From an optimization exercise on the open Yosys and OpenROAD flow, aimed at small area; shortcuts taken in it are not production practice. In this exercise RTL edits were held to simulation tests only and were not proved equivalent to the original. Power and IR drop assume default switching activity.

--- flow/design.v ---
module muldiv_unit #(
    parameter int XLEN  = 64,
    parameter int CNT_W = 7
) (
    input  logic            clk,
    input  logic            reset,
    input  logic            start,
    input  logic [2:0]      funct3,
    input  logic [XLEN-1:0] op_a,
    input  logic [XLEN-1:0] op_b,
    input  logic            kill,
    output logic            busy,
    output logic            done,
    output logic [XLEN-1:0] result
);
    localparam int W     = 8;
    localparam int N     = XLEN / W;
    localparam int DG_W  = 3;             
    localparam int NPASS = 67;
    localparam int CW    = CNT_W + DG_W;
    localparam logic [CW-1:0] LAST_CNT = CW'(NPASS * N);
    logic            run;             
    logic [CW-1:0]   cnt;             
    logic [2:0]      fn;
    logic [XLEN-1:0] qc, bc, pc;      
    logic            r64;             
    logic            cy;              
    logic            pm, qm;          
    logic            mb, pb;          
    logic            an, bn, bnz;     
    logic [CNT_W-1:0] ps;
    logic [DG_W-1:0]  dg;
    assign ps = cnt[CW-1:DG_W];
    assign dg = cnt[DG_W-1:0];
    logic accept, dfirst, dlast;
    logic isdiv, isrem, asig, bsig;
    assign accept = !run && start && !kill;
    assign dfirst = (dg == '0);
    assign dlast  = (dg == DG_W'(N-1));
    assign isdiv  = fn[2];
    assign isrem  = fn[1];
    assign asig   = isdiv ? !fn[0] : (fn[1:0] == 2'b01 || fn[1:0] == 2'b10);
    assign bsig   = isdiv ? !fn[0] : (fn[1:0] == 2'b01);
    assign busy   = run;
    assign done   = run && (cnt == LAST_CNT);
    assign result = qc;
    logic p0, p1, p65, p66;
    assign p0  = (ps == CNT_W'(0));
    assign p1  = (ps == CNT_W'(1));
    assign p65 = (ps == CNT_W'(65));
    assign p66 = (ps == CNT_W'(66));
    logic [W-1:0] pe, pn, be, qe, qn;
    assign pe = pc[W-1:0];
    assign pn = pc[2*W-1:W];
    assign be = bc[W-1:0];
    assign qe = qc[W-1:0];
    assign qn = qc[2*W-1:W];
    logic mulstep, divstep;
    assign mulstep = !isdiv && (ps >= CNT_W'(2)) && (ps <= CNT_W'(66));
    assign divstep = isdiv && !p0 && !p65 && !p66;
    logic         m, inv, ysrcq, cin0, ix;
    logic [W-1:0] x, y, ysrc, s;
    logic         x64, y64, s64, co;
    logic [W-1:0] pg;
    logic         mcur, nq;
    assign mcur = dfirst ? qe[0] : mb;
    assign nq   = (an ^ bn) & bnz;
    always_comb begin
        m     = 1'b0;
        inv   = 1'b0;
        ysrcq = 1'b0;
        ix    = 1'b0;
        x     = '0;
        x64   = 1'b0;
        pg    = pe;
        if (isdiv) begin
            if (p0) begin
                m = 1'b1; ysrcq = 1'b1; inv = an;
            end else if (p65) begin
                m = r64; inv = bn;
                x = pe; x64 = r64;
            end else if (p66) begin
                if (isrem) begin
                    ix = an;
                    x  = pe ^ {W{an}};
                end else begin
                    m = 1'b1; ysrcq = 1'b1; inv = nq;
                end
            end else begin
                m   = 1'b1;
                inv = (p1 || !r64) ^ bn;
                if (p1) pg = '0;
                x   = {pg[W-2:0], dfirst ? qc[XLEN-1] : (pm && !p1)};
                x64 = pg[W-1];
            end
        end else if (mulstep) begin
            m   = mcur && !p66;
            inv = asig && p65;
            if (ps == CNT_W'(2)) begin
                x = '0; x64 = 1'b0;
            end else begin
                x   = {dlast ? r64 : pn[0], pe[W-1:1]};
                x64 = bsig && r64;
            end
        end
        ysrc = ysrcq ? qe : be;
        y    = {W{m}} & (ysrc ^ {W{inv}});
        y64  = m && ((bsig && be[W-1]) ^ inv);
        cin0 = (m && inv) || ix;
    end
    assign {co, s} = {1'b0, x} + {1'b0, y} + {{W{1'b0}}, (dfirst ? cin0 : cy)};
    assign s64 = x64 ^ y64 ^ co;
    logic [W-1:0] qin;
    always_comb begin
        if (isdiv ? (p0 || p66) : (p66 && fn[1:0] != 2'b00))
            qin = s;
        else if (divstep || (isdiv && p65))
            qin = {qe[W-2:0], dfirst ? !r64 : qm};
        else if (mulstep)
            qin = {dlast ? pb : qn[0], qe[W-1:1]};
        else
            qin = qe;
    end
    always_ff @(posedge clk or negedge reset) begin
        if (!reset)
            run <= 1'b0;
        else if (accept)
            run <= 1'b1;
        else if (kill || done)
            run <= 1'b0;
    end
    always_ff @(posedge clk) begin
        if (accept) begin
            qc  <= op_a;
            bc  <= op_b;
            fn  <= funct3;
            cnt <= '0;
        end else begin
            qc  <= {qin, qc[XLEN-1:W]};
            bc  <= {be, bc[XLEN-1:W]};
            cnt <= cnt + 1'b1;
        end
        pc <= {s, pc[XLEN-1:W]};
        cy <= co;
        pm <= pg[W-1];
        qm <= qe[W-1];
        if (dlast) r64 <= s64;
        if (dfirst) begin
            mb <= qe[0];
            pb <= pe[0];
        end
        if (accept) begin
            an <= op_a[XLEN-1] && (funct3[2] ? !funct3[0] : (funct3[1] ^ funct3[0]));
            bn <= op_b[XLEN-1] && (funct3[2] ? !funct3[0] : (funct3[1:0] == 2'b01));
        end
        if (p0)
            bnz <= (bnz && !dfirst) || (|be);
    end
endmodule
--- flow/constraint.sdc ---
create_clock -name core_clock -period 6.0 [get_ports {clk}]
set_input_delay 1.2000 -clock core_clock [delete_from_list [all_inputs] [get_ports {clk}]]
set_output_delay 1.2000 -clock core_clock [all_outputs]
set_load 0.01 [all_outputs]
--- flow/run.sh ---
#!/bin/bash
# synth_recipe.tcl (not shown) runs the flow's synth.tcl, then flattens the netlist and writes it again
# the make line also repeats each setting of config.mk as NAME=value (left out here)
make -C /OpenROAD-flow-scripts/flow DESIGN_CONFIG=/design/flow/config.mk WORK_HOME=/design/flow/orfs CLKGATE_MAP_FILE= SYNTH_SCRIPT=/design/flow/synth_recipe.tcl finish
--- flow/config.mk ---
export PLATFORM = sky130hd
export DESIGN_NAME = muldiv_unit
export DESIGN_NICKNAME = muldiv_unit
export VERILOG_FILES = /design/flow/design.v
export SDC_FILE = /design/flow/constraint.sdc
export NUM_CORES = 4
export LEC_CHECK = 0
export CAP_MARGIN = 20
export CORE_MARGIN = 2
export CORE_UTILIZATION = 40
export SLEW_MARGIN = 20
==> reports/qor.txt <==
status: timing/DRC/antenna clean
final setup fails: 0
clock skew: 0.009927 ns
cell taking the most area after synthesis: dfxtp_1
Site Rows: 50
Finished Layout Cells: 1088
hold endpoint: pc[26]$_DFF_P_
CP max FO: 12
mean post-synth cell area: 12.02 um2
area delta synth->final: 38.36%
TritonCTS Buffers: 23
Slew HR: 0.2972
WS Path Type: reg -> reg
hold_buf cts: 0
leakage: 4.204 nW
Worst-path clk slew: 0.07 ns
RSZ-0062 raised after global routing: false
Antenna Cells: 0
commonest non-fill, non-tap cell in the layout: dfxtp_1
Placed Area: 9871 um2
flop2flop setup slack: 1.20 ns
gp weighted congestion: 0.8241
pwr dens: 458.9 nW/um2
Worst Max-Slew Pin Slew: 1.047 ns
fin nets: 989
Post-DP HPWL: 15130 um
largest net degree at the start of global routing: 152
# fillers: 1605
setup_tns: 0 ns
crit path DAT: 5.07 ns
number of global-route vias before repair: 5758
Clk Latency, worst-skew pair: 0.51 ns
hold depth: 0
Initial DRC Count: 225
sequential area share after synthesis: 0.5716
Yosys top cell area share: 0.5371
WP data required: 6.26 ns
Slew Viols, Final: 0
Initial Utilization: 0.4091
die width: 142.6 um
Max Fclk: 0.2083 GHz
GRT Overall Usage: 0.2018
Post-CTS Setup Bufs: 0
dpl ws: 1.248 ns
Synth area leaders: dfxtp_1 54%, mux2_2 18%, edfxtp_1 3.1%
IO Port Bufs: 200
Post-Syn Area: 7679 um2
Max VDD drop: 0.2643 mV
H-tree depth: 1
TritonRoute pass-1 iters: 4
Worst R2R Start: cnt[8]$_SDFF_PP0_
Post-Syn Nets: 789
antenna violations before repair: 0
CTS Sinks: 215
post-route minimum period: 4.802 ns
wire length of the first global-routing pass: 31400 um
Synth Warn #: 1
DR vias/cell: 4.928
CTS tree: built
Distinct cells, synth: 53
DRC: 0
share of layout cells above drive strength 1: 0.1979
WL/cell: 18.63 um
Hold Path Class: reg -> reg
crit share post-route: 0.8003
Pwr Total: 0.004875 W
clock root cell: clkbuf_16
CP Launch Type: flip-flop
number of top-level pins: 201
reg2reg end: r64$_DFFE_PP_
hold_sp: pc[34]$_DFF_P_
CP Capture Type: flip-flop
DR vias: 5362
clk buf depth: 3
antenna-violating nets left: 0
Post-Syn Instances: 639
most frequent cells in the layout: 206 x dfxtp_1, 200 x clkdlybuf4s50_1, 122 x mux2_2, 37 x nor2_1, 30 x nand2_1
Worst Reg-to-Reg Cells: 15
Max-Cap Viols: 0
number of synthesized register bits: 215
post-route design area: 10620 um2
post-cts sizing count: 0
gr ovfl total: 0
total core area: 18770 um2
Die Ht: 142.6 um
Hold Fails Final Rpt: 0
placed insts: 1048
setup ws final: 1.198 ns
die area: 20320 um2
WL final: 20270 um
## metal layers
layer / track usage / vias up / share of wire / wire (um)
met4: 0.05055 / 0 / 0.022 / 455
met1: 0.2327 / 2498 / 0.40 / 8191
met2: 0.3512 / 186 / 0.48 / 9801
li1: - / 2646 / - / -
met3: 0.07873 / 32 / 0.090 / 1818
met5: 0 / - / 0 / 0
## cells in the mapped netlist, drive strengths merged
library cell / instances
fa: 2
or3b: 2
nor2: 37
nor3: 6
nand2b: 3
or3: 1
a21oi: 17
a22oi: 8
o221ai: 1
o31ai: 7
dfrtp: 1
buf: 8
nand4: 3
o211ai: 2
a22o: 2
ha: 13
nor4: 4
edfxtp: 8
and3: 1
mux2: 123
clkbuf: 19
mux2i: 18
and2: 2
o22ai: 2
o21ai: 25
nor3b: 1
o32ai: 1
xnor2: 14
a211oi: 9
o41a: 1
inv: 17
a41oi: 1
nor2b: 6
o21bai: 1
o21a: 2
o31a: 1
xor2: 9
a21boi: 2
dfxtp: 206
a31oi: 3
and3b: 1
nand2: 30
nand3: 18
o41ai: 1
## worst max-delay path by stage
stage	from	to	slack, ns	cells past startpoint
3_5_place_dp	cnt[7]$_SDFF_PP0_	r64$_DFFE_PP_	1.25	15
5_1_grt	cnt[7]$_SDFF_PP0_	r64$_DFFE_PP_	0.86	15
4_1_cts	cnt[8]$_SDFF_PP0_	r64$_DFFE_PP_	1.23	15
6_report	cnt[8]$_SDFF_PP0_	r64$_DFFE_PP_	1.20	15
2_1_floorplan	cnt[8]$_SDFF_PP0_	r64$_DFFE_PP_	2.12	16
3_3_place_gp	cnt[8]$_SDFF_PP0_	r64$_DFFE_PP_	1.36	15
## critical path: stages, from the launching register on
cell and delay (ns):
dfxtp_1 0.36, nor4_4 0.63, nand2_1 0.34, or3b_1 0.58, o31a_1 0.45, o221ai_1 0.18
o21a_1 0.13, fa_1 0.39, inv_1 0.09, fa_1 0.20, o21ai_0 0.09, a21oi_1 0.23
o21ai_0 0.19, o41a_1 0.38, xor2_1 0.18, xnor2_1 0.13
## cell type report
| class | instances | area (um2) | share of cell area |
|---|---|---|---|
| clock inverter | 9 | 83.83 | 0.007891 |
| clock buffer | 31 | 666.9 | 0.06277 |
| inverter | 17 | 63.81 | 0.006006 |
| sequential | 215 | 4389 | 0.4131 |
| multi-input combinational | 380 | 3098 | 0.2916 |
| tap | 234 | 292.8 | 0.02756 |
| timing repair buffer | 202 | 2029 | 0.1910 |
## power by group
group | switching (W) | internal, W | leakage, nW
combinational | 0.000565 | 0.000738 | 2.01
sequential | 0.000263 | 0.00192 | 1.82
clock | 0.000567 | 0.000826 | 0.376
## cell families (layout without fill, tap and decap cells)
group | Yosys count | after routing | share of synthesized area
buffers and inverters | 44 | 259 | 0.02591
flip-flops | 215 | 215 | 0.5716
multiplexers | 141 | 141 | 0.2043
adder cells (fa/ha/maj) | 15 | 15 | 0.02640
AO/OA/AOI/OAI | 86 | 86 | 0.07382
AND/OR/NAND/NOR | 115 | 115 | 0.07170
XOR/XNOR | 23 | 23 | 0.02624
## flip-flops by register name (all words and copies together), names as in the netlist
register and flops:
pb 1, r64 1, pm 1, cy 1, bn 1, qm 1
bnz 1, run 1, bc 64, cnt 10, mb 1, an 1
fn 3, qc 64, pc 64
## per-stage QoR
stage / util / hold WS [ns]
after floorplan: - / 0.3096
final: 0.5661 / 0.3252
after detailed placement: 0.5259 / 0.3121
after CTS: 0.5659 / 0.3254
after global placement: 0.5259 / 0.3100
after global routing: 0.5661 / 0.3294

-- what the ideal ports hide --
In the flow no input, the clock included, has a driving cell. The finished layout below was timed again as built, in two steps.
Step 1 assumes that a clkbuf_16 drives the clock port and a buf_2 every other input.
Step 2 adds t to the input delays and takes it off the output delays; t is the mean of the earliest and latest rising clock arrival at the registers after step 1. Input paths then give back, and output paths get back, about the clock's delay inside the block.
Slacks: ideal ports / drivers / drivers and shift; pairs: ideal ports / drivers.
t (ns): 0.550
slack for setup (ns): 1.198 / 1.198 / 1.198
worst setup path at the end: register to register
slew at the worst register clock pin (ns): 0.07 / 0.07
After both steps setup and hold are still met in this run. The setup slack of this run moves by 0.000 ns with the drivers and by 0.000 ns with both steps.
